Context: an optimization exercise on an open-source flow, tuned for small area, a short achievable clock period and few clock cycles per item. The choices shown serve that exercise and are no tape-out recipe. Only simulation tests tie the RTL to the original design; equivalence was not proved.

Design yuv_to_rgb, start of the top module:
module yuv_to_rgb (
	input logic CLOCK_50_I,
	input logic resetn,
	input logic in_valid,
	input logic [SAMPLE_W-1:0] in_y_even,
	input logic [SAMPLE_W-1:0] in_y_odd,
	input logic [SAMPLE_W-1:0] in_u,
	input logic [SAMPLE_W-1:0] in_v,
	output logic busy,
	output logic out_valid,
	output logic [WORD_W-1:0] out_word,
	output logic out_line_end
);
	logic launch;
	logic last_launch;
	logic [SAMPLE_W-1:0] win_y_even;
	logic [SAMPLE_W-1:0] win_y_odd;
	logic [0:5][SAMPLE_W-1:0] win_u_taps;
	logic [0:5][SAMPLE_W-1:0] win_v_taps;
	chroma_window decode_i (
		.CLOCK_50_I(CLOCK_50_I),
		.resetn(resetn),
		.in_valid(in_valid),
		.in_y_even(in_y_even),
		.in_y_odd(in_y_odd),
		.in_u(in_u),
		.in_v(in_v),
		.busy(busy),
		.launch(launch),
		.last_launch(last_launch),
		.win_y_even(win_y_even),
		.win_y_odd(win_y_odd),
		.win_u_taps(win_u_taps),
		.win_v_taps(win_v_taps)
	);
	rgb_packer result_i (
  ...
For scale: about 360 flip-flops, ~54 I/O pins, roughly 21000 µm² of cells after synthesis.
clock: 15.0 ns
lec_check: 0
cap_margin: 20
core_margin: 2
core_utilization: 40
cts_cluster_diameter: 100
cts_cluster_size: 30
slew_margin: 20
standard.sh (not shown) runs the stock make flow with config.mk's settings and CLKGATE_MAP_FILE= SYNTH_SCRIPT=/design/flow/synth_recipe.tcl, a recipe that flattens the netlist after the stock synthesis.
==> flow/flow/run.sh <==
#!/bin/bash
set -euo pipefail
bash standard.sh SETUP_SLACK_MARGIN=11 finish > make_finish.log 2>&1
Testbench counts at the start, summed over its fixed seeds: cycles 15,496, items 5,120.
Then changed:
- CORE_UTILIZATION: 40 -> 60
- PLACE_DENSITY: not set -> 0.7
The new run finished clean.
Setup slack gains 0.016 ns.
Via count barely changes.
Fmax is higher by 0.41%.
Sequential share of layout area is higher by 0.58 points.
Synthesized cell count stays the same.
Wire length is lower by 3.0%.
Cell area is lower by about 1.5%.
Non-clock buffer count is lower by 5.
Then changed:
- CORE_UTILIZATION: 60 -> 40
- CTS_CLUSTER_DIAMETER: 100 -> 80
- CTS_CLUSTER_SIZE: 30 -> 24
- PLACE_DENSITY: 0.7 -> not set
Core utilization decreases by 21 points. Global-route usage decreases by 7.6 points. Clock-buffer cell count increases by 6. Fmax decreases by 1.2%. Cell count increases by about 10%. Worst setup slack got worse by 0.049 ns. Wire length increases by 3.0%. Clock skew increases by 0.011 ns. First-iteration DRC count decreases by 3.7%. Cell area increases by about 2.1%.


yuv_to_rgb, a different RTL version from the one above (not shown whole).
For scale: ~54 I/O pins, roughly 19000 um^2 of cells after synthesis.
Settings: LEC_CHECK=0, CAP_MARGIN=20, CORE_MARGIN=2, CORE_UTILIZATION=60, CTS_CLUSTER_DIAMETER=100, CTS_CLUSTER_SIZE=30, PLACE_DENSITY=0.7, SLEW_MARGIN=20; clock period 15.0 ns.
==> flow/flow/run.sh <==
#!/bin/bash
set -euo pipefail
R=orfs/results/${FLOW_PLATFORM:-sky130hd}/yuv_to_rgb/base
bash standard.sh synth > make_synth.log 2>&1
python3 flow/polarity.py $R/1_2_yosys.v > polarity.log 2>&1
rm -f $R/1_synth.odb $R/1_synth.sdc
bash standard.sh SETUP_SLACK_MARGIN=11 "CTS_ARGS=-sink_clustering_enable -repair_clock_nets -sink_clustering_size 30 -sink_clustering_max_diameter 100 -dont_use_dummy_load" "BUFFER_PORTS_ARGS=-buffer_cell sky130_fd_sc_hd__buf_1" finish > make_finish.log 2>&1
Other scripts of this flow, unchanged in this note and not shown: flow/flow/polarity.py
Testbench counts at the start, summed over its fixed seeds: cycles 15,496, items 5,120.
==> next run, changes <==
==> flow/flow/run.sh (replaced) <==
#!/bin/bash
set -euo pipefail
R=orfs/results/${FLOW_PLATFORM:-sky130hd}/yuv_to_rgb/base
bash standard.sh synth > make_synth.log 2>&1
python3 flow/polarity.py $R/1_2_yosys.v > polarity.log 2>&1
rm -f $R/1_synth.odb $R/1_synth.sdc
bash standard.sh SETUP_SLACK_MARGIN=11 "CTS_ARGS=-sink_clustering_enable -repair_clock_nets -sink_clustering_size 24 -sink_clustering_max_diameter 90 -dont_use_dummy_load" "BUFFER_PORTS_ARGS=-buffer_cell sky130_fd_sc_hd__buf_1" finish > make_finish.log 2>&1
Settings changed: CORE_UTILIZATION 60 to 65, CTS_CLUSTER_DIAMETER 100 to 90, CTS_CLUSTER_SIZE 30 to 24, PLACE_DENSITY 0.7 to 0.75.
What happened: First-iteration DRC count rises by 27%. Register-to-register slack got worse by 80 ps. Synthesized cell count stays the same.
==> next run, changes <==
==> flow/flow/run.sh (replaced) <==
#!/bin/bash
set -euo pipefail
R=orfs/results/${FLOW_PLATFORM:-sky130hd}/yuv_to_rgb/base
bash standard.sh synth > make_synth.log 2>&1
python3 flow/polarity.py $R/1_2_yosys.v > polarity.log 2>&1
rm -f $R/1_synth.odb $R/1_synth.sdc
bash standard.sh SETUP_SLACK_MARGIN=11.2 "BUFFER_PORTS_ARGS=-buffer_cell sky130_fd_sc_hd__buf_1" finish > make_finish.log 2>&1
Settings changed: CORE_UTILIZATION 65 to 60, CTS_CLUSTER_DIAMETER 90 to 100, CTS_CLUSTER_SIZE 24 to 30, PLACE_DENSITY 0.75 to 0.7.
Maximum frequency decreases by 0.79%.
Die area climbs by 8.1%.
Sequential share of layout area decreases by 0.80 points.
Global-route usage falls by 1.2 points.
Cell area came out higher by 2.0%.
==> next run, changes <==
--- a/flow/flow/run.sh
+++ b/flow/flow/run.sh
@@ -6,2 +6,2 @@
 rm -f $R/1_synth.odb $R/1_synth.sdc
-bash standard.sh SETUP_SLACK_MARGIN=11.2 "BUFFER_PORTS_ARGS=-buffer_cell sky130_fd_sc_hd__buf_1" finish > make_finish.log 2>&1
+bash standard.sh SETUP_SLACK_MARGIN=11 "CTS_ARGS=-sink_clustering_enable -repair_clock_nets -sink_clustering_size 30 -sink_clustering_max_diameter 100 -dont_use_dummy_load" "BUFFER_PORTS_ARGS=-buffer_cell sky130_fd_sc_hd__buf_1" finish > make_finish.log 2>&1
Settings changed: CAP_MARGIN 20 to 5, CORE_UTILIZATION 60 to 65, PLACE_DENSITY 0.7 to 0.75, SLEW_MARGIN 20 to 5.
What happened: Final cell count is lower by 2.9%; wire length is lower by 2.6%.

[afterwards: timing with drivers on the ports]
Ports are ideal in the flow. The routed layouts listed here were re-timed in OpenROAD. Step 1 assumes that a clkbuf_16 drives the clock port and a buf_2 every other input. Step 2 times the ports against the registers' clock, not the clock port: input delays grow and output delays shrink by t, the midpoint of the rising clock arrivals with the driver on. Three values: no drivers, after step 1, after step 2; two values: the first two.
| run | shift t [ns] | setup slack, ns | clock arrival spread, ns | pins driven straight from the clock port |
|---|---|---|---|---|
| the first run of note 1 | 0.579 | 11.011 / 10.957 / 10.471 | 0.023 / 0.023 | 1 |
| the second run of note 1 | 0.578 | 11.027 / 10.972 / 10.582 | 0.030 / 0.030 | 1 |
| the third run of note 1 | 0.623 | 10.978 / 10.921 / 10.479 | 0.041 / 0.041 | 1 |
| the first run of note 2 | 0.542 | 10.978 / 10.926 / 10.577 | 0.069 / 0.069 | 1 |
| the second run of note 2 | 0.541 | 11.014 / 10.980 / 10.579 | 0.050 / 0.050 | 1 |
| the third run of note 2 | 0.556 | 10.982 / 10.931 / 10.694 | 0.036 / 0.036 | 1 |
| the fourth run of note 2 | 0.541 | 11.029 / 10.981 / 10.568 | 0.089 / 0.089 | 1 |
After both steps setup and hold are still met in every run listed. The setup slack of the first run of note 1, which loses most, moves by -0.054 ns with the drivers and by -0.540 ns with both steps.
